Background: an optimization exercise with open tools, aiming at small area, a short achievable clock period and few clock cycles. Do not read the settings as production practice.
At most, simulation tests tie the RTL to the original design; equivalence was not proved.
No activity file was given, so power comes from the tool's default toggle rates.

==> module rrd_emit, before the edit <==
module rrd_emit (
	input  wire logic        clk,
	input  wire logic        arst_n,
	input  wire logic        wr_en,
	input  wire logic [5:0]  wr_addr,
	input  wire logic [7:0]  wr_data,
	output logic             p_busy,
	output logic             p_thr_busy,
	output logic             out_idle,
	input  wire logic        thr_backup,
	input  wire logic        p_load,
	input  wire logic [1:0]  p_status,
	input  wire logic        p_thr_seen,
	input  wire logic        p_thr_kept,
	input  wire logic        p_present,
	input  wire logic [5:0]  p_len,
	input  wire logic        p_long,
	input  wire logic        p_stop,
	input  wire logic [6:0]  p_base,
	input  wire logic [31:0] thr,
	output logic             old_v,
	output logic [6:0]       old_ptr,
	output logic             tx_valid,
	input  wire logic        tx_ready,
	output logic [1:0]       tx_status_code,
	output logic [31:0]      tx_throttle_ms,
	output logic             tx_value_present,
	output logic [5:0]       tx_value_length,
	output logic [7:0]       tx_value_byte,
	output logic [4:0]       tx_byte_index,
	output logic             tx_value_too_long,
	output logic             tx_stopped_early,
	output logic             tx_last_result
);
	logic [7:0] mem [64];
	always_ff @(posedge clk) begin
		if (wr_en) mem[wr_addr] <= wr_data;
	end
	logic       q_v, q_go;
	logic [1:0] q_st;
	logic       q_ts, q_tk, q_pr, q_lg, q_sp;
	logic [5:0] q_len;
	logic [6:0] q_base;
	logic       cv, cnew, czero;
	logic [4:0] ck, cend;
	logic [6:0] rptr;
	logic       r_v, r_last, r_first;
	logic [7:0] r_byte;
	logic [4:0] r_idx;
	logic       o_v, o_last, o_pr, o_lg, o_sp;
	logic [7:0] o_byte;
	logic [4:0] o_idx;
	logic [1:0] o_st;
	logic [31:0] o_thr;
	logic [5:0] o_len;
	wire mv_o  = r_v && (!o_v || tx_ready);
	wire mv_r  = cv && (!r_v || mv_o);
	wire clast = (ck == cend);
	wire cload = q_v && !q_go && (!cv || (mv_r && clast));
	wire q_out = mv_o && r_first;
	assign p_busy     = q_v;
	assign p_thr_busy = q_v && q_ts && !q_tk;
	logic idle_q;
	assign out_idle   = idle_q;
	assign old_v      = cv || q_v;
	assign old_ptr    = cv ? rptr : q_base;
	always_ff @(posedge clk or negedge arst_n) begin
		if (!arst_n) begin
			q_v <= 1'b0;
			idle_q <= 1'b1;
			rptr <= 7'd0;
			o_byte <= 8'd0;
			q_go <= 1'b0;
			cv  <= 1'b0;
			r_v <= 1'b0;
			o_v <= 1'b0;
		end else begin
			if (cload) rptr <= q_base;
			else if (mv_r) rptr <= rptr + 7'd1;
			if (mv_o) o_byte <= r_byte;
			idle_q <= !o_v && !r_v && !cv && !q_v;
			if (p_load) q_v <= 1'b1;
			else if (q_out) q_v <= 1'b0;
			if (p_load) q_go <= 1'b0;
			else if (cload) q_go <= 1'b1;
			if (cload) cv <= 1'b1;
			else if (mv_r && clast) cv <= 1'b0;
			if (mv_r) r_v <= 1'b1;
			else if (mv_o) r_v <= 1'b0;
			if (mv_o) o_v <= 1'b1;
			else if (tx_ready) o_v <= 1'b0;
		end
	end
	always_ff @(posedge clk) begin
		if (p_load) begin
			q_st   <= p_status;
			q_ts   <= p_thr_seen;
			q_tk   <= p_thr_kept;
			q_pr   <= p_present;
			q_len  <= p_len;
			q_lg   <= p_long;
			q_sp   <= p_stop;
			q_base <= p_base;
		end
		if (cload) begin
			cnew  <= 1'b1;
			czero <= (q_len == 6'd0);
			ck    <= 5'd0;
			cend  <= (q_len == 6'd0) ? 5'd0 : 5'(q_len - 6'd1);
		end else if (mv_r) begin
			cnew <= 1'b0;
			ck   <= ck + 5'd1;
		end
		if (mv_r) begin
			r_byte  <= czero ? 8'd0 : mem[rptr[5:0]];
			r_idx   <= ck;
			r_last  <= clast;
			r_first <= cnew;
		end
		if ((q_out && !q_tk) || thr_backup) begin
			o_thr <= thr & {32{q_ts || thr_backup}};
		end
		if (mv_o) begin
			o_idx  <= r_idx;
			o_last <= r_last;
			if (r_first) begin
				o_st  <= q_st;
				o_pr  <= q_pr;
				o_len <= q_len;
				o_lg  <= q_lg;
				o_sp  <= q_sp;
			end
		end
	end
	assign tx_valid          = o_v;
	assign tx_status_code    = o_st;
	assign tx_throttle_ms    = o_thr;
	assign tx_value_present  = o_pr;
	assign tx_value_length   = o_len;
	assign tx_value_byte     = o_byte;
	assign tx_byte_index     = o_idx;
	assign tx_value_too_long = o_lg;
	assign tx_stopped_early  = o_sp;
	assign tx_last_result    = o_last;
endmodule
export LEC_CHECK = 0
export CAP_MARGIN = 20
export CORE_MARGIN = 2
export CORE_UTILIZATION = 40
export SETUP_SLACK_MARGIN = 4.0
export SLEW_MARGIN = 20
create_clock -name core_clock -period 6.5 [get_ports {clk}]
standard.sh (not shown) runs the stock make flow with config.mk's settings and CLKGATE_MAP_FILE= SYNTH_SCRIPT=/design/flow/synth_recipe.tcl, a recipe that flattens the netlist after the stock synthesis.
==> flow/flow/run.sh <==
#!/bin/bash
set -euo pipefail
export CTS_ARGS="-sink_clustering_enable -repair_clock_nets -dont_use_dummy_load -sink_clustering_size 20 -sink_clustering_max_diameter 200"
bash standard.sh > standard_flow.log 2>&1
Rerun with:
--- a/flow/design.v
+++ b/flow/design.v
@@ -363,5 +363,5 @@
 		if (wr_en) mem[wr_addr] <= wr_data;
 	end
-	logic       q_v, q_go;
+	logic       q_v;
 	logic [1:0] q_st;
 	logic       q_ts, q_tk, q_pr, q_lg, q_sp;
@@ -371,7 +371,4 @@
 	logic [4:0] ck, cend;
 	logic [6:0] rptr;
-	logic       r_v, r_last, r_first;
-	logic [7:0] r_byte;
-	logic [4:0] r_idx;
 	logic       o_v, o_last, o_pr, o_lg, o_sp;
 	logic [7:0] o_byte;
@@ -380,39 +377,23 @@
 	logic [31:0] o_thr;
 	logic [5:0] o_len;
-	wire mv_o  = r_v && (!o_v || tx_ready);
-	wire mv_r  = cv && (!r_v || mv_o);
+	wire adv   = cv && (!o_v || tx_ready);
 	wire clast = (ck == cend);
-	wire cload = q_v && !q_go && (!cv || (mv_r && clast));
-	wire q_out = mv_o && r_first;
-	assign p_busy     = q_v;
+	wire cload = q_v && !(cv && cnew) && (!cv || (adv && clast));
+	assign p_busy  = q_v;
 	assign p_thr_busy = q_v && q_ts && !q_tk;
-	logic idle_q;
-	assign out_idle   = idle_q;
-	assign old_v      = cv || q_v;
-	assign old_ptr    = cv ? rptr : q_base;
+	assign out_idle   = !o_v && !cv && !q_v;
+	assign old_v   = cv || q_v;
+	assign old_ptr = cv ? rptr : q_base;
 	always_ff @(posedge clk or negedge arst_n) begin
 		if (!arst_n) begin
 			q_v <= 1'b0;
-			idle_q <= 1'b1;
-			rptr <= 7'd0;
-			o_byte <= 8'd0;
-			q_go <= 1'b0;
 			cv  <= 1'b0;
-			r_v <= 1'b0;
 			o_v <= 1'b0;
 		end else begin
-			if (cload) rptr <= q_base;
-			else if (mv_r) rptr <= rptr + 7'd1;
-			if (mv_o) o_byte <= r_byte;
-			idle_q <= !o_v && !r_v && !cv && !q_v;
 			if (p_load) q_v <= 1'b1;
-			else if (q_out) q_v <= 1'b0;
-			if (p_load) q_go <= 1'b0;
-			else if (cload) q_go <= 1'b1;
+			else if (adv && cnew) q_v <= 1'b0;
 			if (cload) cv <= 1'b1;
-			else if (mv_r && clast) cv <= 1'b0;
-			if (mv_r) r_v <= 1'b1;
-			else if (mv_o) r_v <= 1'b0;
-			if (mv_o) o_v <= 1'b1;
+			else if (adv && clast) cv <= 1'b0;
+			if (adv) o_v <= 1'b1;
 			else if (tx_ready) o_v <= 1'b0;
 		end
@@ -434,21 +415,18 @@
 			ck    <= 5'd0;
 			cend  <= (q_len == 6'd0) ? 5'd0 : 5'(q_len - 6'd1);
-		end else if (mv_r) begin
+			rptr  <= q_base;
+		end else if (adv) begin
 			cnew <= 1'b0;
 			ck   <= ck + 5'd1;
+			rptr <= rptr + 7'd1;
 		end
-		if (mv_r) begin
-			r_byte  <= czero ? 8'd0 : mem[rptr[5:0]];
-			r_idx   <= ck;
-			r_last  <= clast;
-			r_first <= cnew;
-		end
-		if ((q_out && !q_tk) || thr_backup) begin
+		if ((adv && cnew && !q_tk) || thr_backup) begin
 			o_thr <= thr & {32{q_ts || thr_backup}};
 		end
-		if (mv_o) begin
-			o_idx  <= r_idx;
-			o_last <= r_last;
-			if (r_first) begin
+		if (adv) begin
+			o_byte <= czero ? 8'd0 : mem[rptr[5:0]];
+			o_idx  <= ck;
+			o_last <= clast;
+			if (cnew) begin
 				o_st  <= q_st;
 				o_pr  <= q_pr;
Outcome: The new run completed without violations; area after synthesis fell by 2.2%; total power fell by 14%; maximum frequency fell by 2.8%; routed wire length fell by 2.4%; clock-buffer cell count fell by 1; final cell count fell by 3.3%.
Testbench counts after the change, summed over its fixed seeds: cycles 51,353.
The RTL of the first run of this note was laid out without a check of its function.

what the ideal ports hide:
Ports are ideal in the flow. The routed layouts listed here were re-timed in OpenROAD.
Step 1 (the two cells are an assumption about what drives the block):
set clk [get_ports {clk}]
set_driving_cell -lib_cell sky130_fd_sc_hd__clkbuf_16 $clk
set_driving_cell -lib_cell sky130_fd_sc_hd__buf_2 [delete_from_list [all_inputs] $clk]
Step 2, shift: input delay + t, output delay - t, t = (earliest + latest rising clock arrival at the registers) / 2. This alone moves slack from input paths to output paths.
Slacks: ideal ports / drivers / drivers and shift; pairs: ideal ports / drivers.
run | t (ns) | slack for setup (ns) | clock arrival spread, ns | slew at the worst register clock pin (ns)
the first run | 0.631 | 3.979 / 3.965 / 3.469 | 0.079 / 0.079 | 0.09 / 0.09
the second run | 0.649 | 3.905 / 3.839 / 3.501 | 0.075 / 0.075 | 0.09 / 0.09
After both steps every run listed still meets setup and hold. For the first run, which loses most, drivers alone change the setup slack by -0.014 ns; drivers and shift together by -0.510 ns.
